From an optimization exercise on the open Yosys and OpenROAD flow, aimed at small area and a short achievable clock period; shortcuts taken in it are not production practice.
Only simulation tests tie the RTL to the original design; equivalence was not proved.

## east
==> flow/design.v <==
package cpu_mem_pkg;
    localparam int MEM_ADDR_W = 8;
    localparam int MEM_DATA_W = 16;
    localparam int CNT_W = 4;
    typedef enum logic [1:0] {
        IDLE = 2'd0,
        WAIT = 2'd1,
        RESP = 2'd2
    } state_t;
endpackage
module resp_mem_array #(
    parameter int DATA_W = cpu_mem_pkg::MEM_DATA_W,
    parameter int DEPTH  = 200,
    parameter int NGRP   = 4
) (
    input  logic              clk,
    input  logic [DEPTH-1:0]  sel,
    input  logic [NGRP-1:0]   we,
    input  logic [NGRP-1:0]   we_n,
    input  logic [DATA_W-1:0] wdata,
    output logic [NGRP-1:0][DATA_W-1:0] rpart
);
    localparam int GSIZE = (DEPTH + NGRP - 1) / NGRP;
    logic [DATA_W-1:0] mem_array [0:DEPTH-1];
    for (genvar i = 0; i < DEPTH; i++) begin : g_word
        resp_mem_word #(
            .DATA_W (DATA_W)
        ) u_word (
            .clk   (clk),
            .load  (we[i / GSIZE] && sel[i]),
            .hold  (we_n[i / GSIZE] || !sel[i]),
            .wdata (wdata),
            .q     (mem_array[i])
        );
    end
    localparam int NAOI = (GSIZE + 2) / 3;
    logic [NGRP-1:0][DATA_W-1:0] part;
    logic [NGRP-1:0][DATA_W-1:0][NAOI-1:0] aoi_y;
    for (genvar g = 0; g < NGRP; g++) begin : g_grp
        for (genvar b = 0; b < DATA_W; b++) begin : g_bit
            for (genvar t = 0; t < NAOI; t++) begin : g_aoi
                localparam int W0 = g * GSIZE + 3 * t;
                localparam int WN = (W0 + 3 <= (g + 1) * GSIZE && W0 + 3 <= DEPTH) ? 3 :
                                    (W0 + 2 <= (g + 1) * GSIZE && W0 + 2 <= DEPTH) ? 2 :
                                    (W0 + 1 <= (g + 1) * GSIZE && W0 + 1 <= DEPTH) ? 1 : 0;
                if (WN == 0) begin : g_none
                    assign aoi_y[g][b][t] = 1'b1;
                end else begin : g_cell
                    logic [WN-1:0] d;
                    for (genvar k = 0; k < WN; k++) begin : g_in
                        assign d[k] = mem_array[W0 + k][b];
                    end
                    resp_rd_aoi #(
                        .N (WN)
                    ) u_aoi (
                        .d (d),
                        .s (sel[W0 +: WN]),
                        .y (aoi_y[g][b][t])
                    );
                end
            end
            assign part[g][b] = ~&aoi_y[g][b];
        end
    end
    always_ff @(posedge clk) begin
        rpart <= part;
    end
endmodule
module resp_mem_word #(
    parameter int DATA_W = cpu_mem_pkg::MEM_DATA_W
) (
    input  logic              clk,
    input  logic              load,
    input  logic              hold,
    input  logic [DATA_W-1:0] wdata,
    output logic [DATA_W-1:0] q
);
    always_ff @(posedge clk) begin
        q <= (q & {DATA_W{hold}}) | (wdata & {DATA_W{load}});
    end
endmodule
module resp_rd_aoi #(
    parameter int N = 3
) (
    input  logic [N-1:0] d,
    input  logic [N-1:0] s,
    output logic         y
);
    assign y = ~|(d & s);
endmodule
module cpu_mem_responder #(
    parameter int ADDR_W   = cpu_mem_pkg::MEM_ADDR_W,
    parameter int DATA_W   = cpu_mem_pkg::MEM_DATA_W,
    parameter int DEPTH    = 200,
    parameter int WAIT_CYC = 2
) (
    input  logic              clk,
    input  logic              rst,
    input  logic              req,
    input  logic              wr,
    input  logic [ADDR_W-1:0] addr,
    input  logic [DATA_W-1:0] wdata,
    output logic              ack,
    output logic [DATA_W-1:0] rdata,
    output logic              err,
    output logic              busy
);
    generate
        if (WAIT_CYC < 2 || WAIT_CYC > 15 || DEPTH < 1 ||
            64'(DEPTH) > (64'd1 << ADDR_W)) begin : g_param_check
            $error("cpu_mem_responder: illegal WAIT_CYC or DEPTH");
        end
    endgenerate
    localparam int NST   = WAIT_CYC + 1;   
    localparam int NGRP  = 4;              
    localparam int GSIZE = (DEPTH + NGRP - 1) / NGRP;
    logic [NST-1:0]    ph;
    logic              ack_reg;
    logic              err_reg;
    logic              busy_reg;
    logic              wr_q;        
    logic [ADDR_W-1:0] addr_q;      
    logic [DATA_W-1:0] wdata_q;     
    logic              oor_q;       
    logic              rd_upd;      
    logic              rd_upd2;     
    logic [NGRP-1:0]   we_q;        
    logic [NGRP-1:0]   we_nq;       
    logic [DEPTH-1:0]  sel_q;       
    logic [DATA_W-1:0] rdata_reg;
    logic [NGRP-1:0][DATA_W-1:0] mem_rpart;
    logic [DATA_W-1:0] mem_rdata;
    logic              accept;
    logic              in_range;
    logic [DEPTH-1:0]  sel_dec;
    logic [NGRP-1:0]   grp_dec;
    always_comb begin
        accept   = rst && req && (ph == '0);
        in_range = 32'(addr_q) < 32'(DEPTH);
        for (int i = 0; i < DEPTH; i++) begin
            sel_dec[i] = (32'(addr_q) == i);
        end
        for (int g = 0; g < NGRP; g++) begin
            grp_dec[g] = in_range && (32'(addr_q) / GSIZE == g);
        end
    end
    always_ff @(posedge clk) begin
        wr_q    <= wr;
        addr_q  <= addr;
        sel_q   <= sel_dec;
        we_q    <= (ph[0] && wr_q) ? grp_dec : '0;
        we_nq   <= (ph[0] && wr_q) ? ~grp_dec : '1;
        if (accept) begin
            wdata_q <= wdata;
        end
        if (ph[0]) begin
            oor_q <= !in_range;
        end
    end
    resp_mem_array #(
        .DATA_W (DATA_W),
        .DEPTH  (DEPTH),
        .NGRP   (NGRP)
    ) u_mem (
        .clk   (clk),
        .sel   (sel_q),
        .we    (we_q),
        .we_n  (we_nq),
        .wdata (wdata_q),
        .rpart (mem_rpart)
    );
    always_comb begin
        mem_rdata = '0;
        for (int g = 0; g < NGRP; g++) begin
            mem_rdata = mem_rdata | mem_rpart[g];
        end
    end
    always_ff @(posedge clk) begin
        if (!rst) begin
            ph        <= '0;
            ack_reg   <= 1'b0;
            err_reg   <= 1'b0;
            busy_reg  <= 1'b0;
            rd_upd    <= 1'b0;
            rd_upd2   <= 1'b0;
            rdata_reg <= '0;
        end else begin
            ph        <= {ph[NST-2:0], accept};
            ack_reg   <= ph[NST-1];
            err_reg   <= ph[NST-1] && oor_q;
            busy_reg  <= accept || (ph != '0);
            rd_upd    <= ph[0] && (!wr_q || !in_range);
            rd_upd2   <= rd_upd;
            if (rd_upd2) begin
                rdata_reg <= mem_rdata;
            end
        end
    end
    assign ack   = ack_reg;
    assign err   = err_reg;
    assign busy  = busy_reg;
    assign rdata = rdata_reg;
endmodule
Settings: LEC_CHECK=0, ABC_CLOCK_PERIOD_IN_PS=2400, CAP_MARGIN=20, CORE_MARGIN=2, CORE_UTILIZATION=52, CTS_CLUSTER_DIAMETER=100, CTS_CLUSTER_SIZE=25, SETUP_SLACK_MARGIN=2.6, SLEW_MARGIN=20, SYNTH_HIERARCHICAL=1; clock period 5.0 ns.
run.sh (not shown) runs the stock make flow with config.mk's settings and CLKGATE_MAP_FILE= SYNTH_SCRIPT=/design/flow/synth_recipe.tcl, a recipe that flattens the netlist after the stock synthesis.
east went all the way through the flow, and no timing, DRC or antenna check failed.
[inputs] north vs east
--- a/flow/design.v
+++ b/flow/design.v
@@ -12,5 +12,6 @@
     parameter int DATA_W = cpu_mem_pkg::MEM_DATA_W,
     parameter int DEPTH  = 200,
-    parameter int NGRP   = 4
+    parameter int GSIZE  = 64,
+    parameter int NGRP   = (DEPTH + GSIZE - 1) / GSIZE
 ) (
     input  logic              clk,
@@ -21,5 +22,4 @@
     output logic [NGRP-1:0][DATA_W-1:0] rpart
 );
-    localparam int GSIZE = (DEPTH + NGRP - 1) / NGRP;
     logic [DATA_W-1:0] mem_array [0:DEPTH-1];
     for (genvar i = 0; i < DEPTH; i++) begin : g_word
@@ -113,6 +113,7 @@
     endgenerate
     localparam int NST   = WAIT_CYC + 1;   
-    localparam int NGRP  = 4;              
-    localparam int GSIZE = (DEPTH + NGRP - 1) / NGRP;
+    localparam int GSHIFT = 5;             
+    localparam int GSIZE  = 1 << GSHIFT;    
+    localparam int NGRP   = (DEPTH + GSIZE - 1) / GSIZE;
     logic [NST-1:0]    ph;
     logic              ack_reg;
@@ -128,5 +129,7 @@
     logic [NGRP-1:0]   we_nq;       
     logic [DEPTH-1:0]  sel_q;       
-    logic [DATA_W-1:0] rdata_reg;
+    logic [DATA_W-1:0] rdata_reg;   
+    logic [DATA_W-1:0] rdata_hn;    
+    logic [DATA_W-1:0] rdata_next;
     logic [NGRP-1:0][DATA_W-1:0] mem_rpart;
     logic [DATA_W-1:0] mem_rdata;
@@ -142,5 +145,5 @@
         end
         for (int g = 0; g < NGRP; g++) begin
-            grp_dec[g] = in_range && (32'(addr_q) / GSIZE == g);
+            grp_dec[g] = in_range && ((32'(addr_q) >> GSHIFT) == g);
         end
     end
@@ -161,5 +164,5 @@
         .DATA_W (DATA_W),
         .DEPTH  (DEPTH),
-        .NGRP   (NGRP)
+        .GSIZE  (GSIZE)
     ) u_mem (
         .clk   (clk),
@@ -176,4 +179,17 @@
         end
     end
+    always_comb begin
+        if (!rst) begin
+            rdata_next = '0;
+        end else if (rd_upd2) begin
+            rdata_next = mem_rdata;
+        end else begin
+            rdata_next = ~rdata_hn;
+        end
+    end
+    always_ff @(posedge clk) begin
+        rdata_reg <= rdata_next;
+        rdata_hn  <= ~rdata_next;
+    end
     always_ff @(posedge clk) begin
         if (!rst) begin
@@ -184,5 +200,4 @@
             rd_upd    <= 1'b0;
             rd_upd2   <= 1'b0;
-            rdata_reg <= '0;
         end else begin
             ph        <= {ph[NST-2:0], accept};
@@ -192,7 +207,4 @@
             rd_upd    <= ph[0] && (!wr_q || !in_range);
             rd_upd2   <= rd_upd;
-            if (rd_upd2) begin
-                rdata_reg <= mem_rdata;
-            end
         end
     end
Findings:
- Looking at post-cts resize count, north sits about 50% lower than east does.
- The lower ratio of final minimum period to clock period came out of north.
- When north is set beside east, its global routing met3 resource utilization turns out to be 0.38 points smaller.
- Taking east as the reference, in north weighted congestion at the end of routability-driven global placement now smaller, via count now smaller, core outline area now larger, number of antenna violations at the first check in global routing now larger, sequential-to-total area share from yosys stat now larger.
- Compared to east, north has count of multi-input combinational gates 22 higher.

what the ideal ports hide:
The flow's constraints put no driver on any port. The routed layouts listed below were extracted and timed again, unchanged, in two steps.
Step 1: set_driving_cell puts a clkbuf_16 on clk and a buf_2 on each other input, an assumption about the parent block.
Step 2 adds t to the input delays and takes it off the output delays; t is the mean of the earliest and latest rising clock arrival at the registers after step 1. Input paths then give back, and output paths get back, about the clock's delay inside the block.
a / b / c = ideal ports / drivers / drivers and shift; a / b = the first two.
run | t, ns | setup slack, ns | hold slack, ns | pins driven straight from the clock port
east | 0.940 | 2.403 / 2.403 / 2.240 | 0.444 / 0.444 / 0.444 | 1
north | 0.935 | 2.600 / 2.527 / 1.940 | 0.447 / 0.447 / 0.447 | 1
After both steps setup and hold are still met in every run listed. The setup slack of north, which loses most, moves by -0.073 ns with the drivers and by -0.660 ns with both steps.
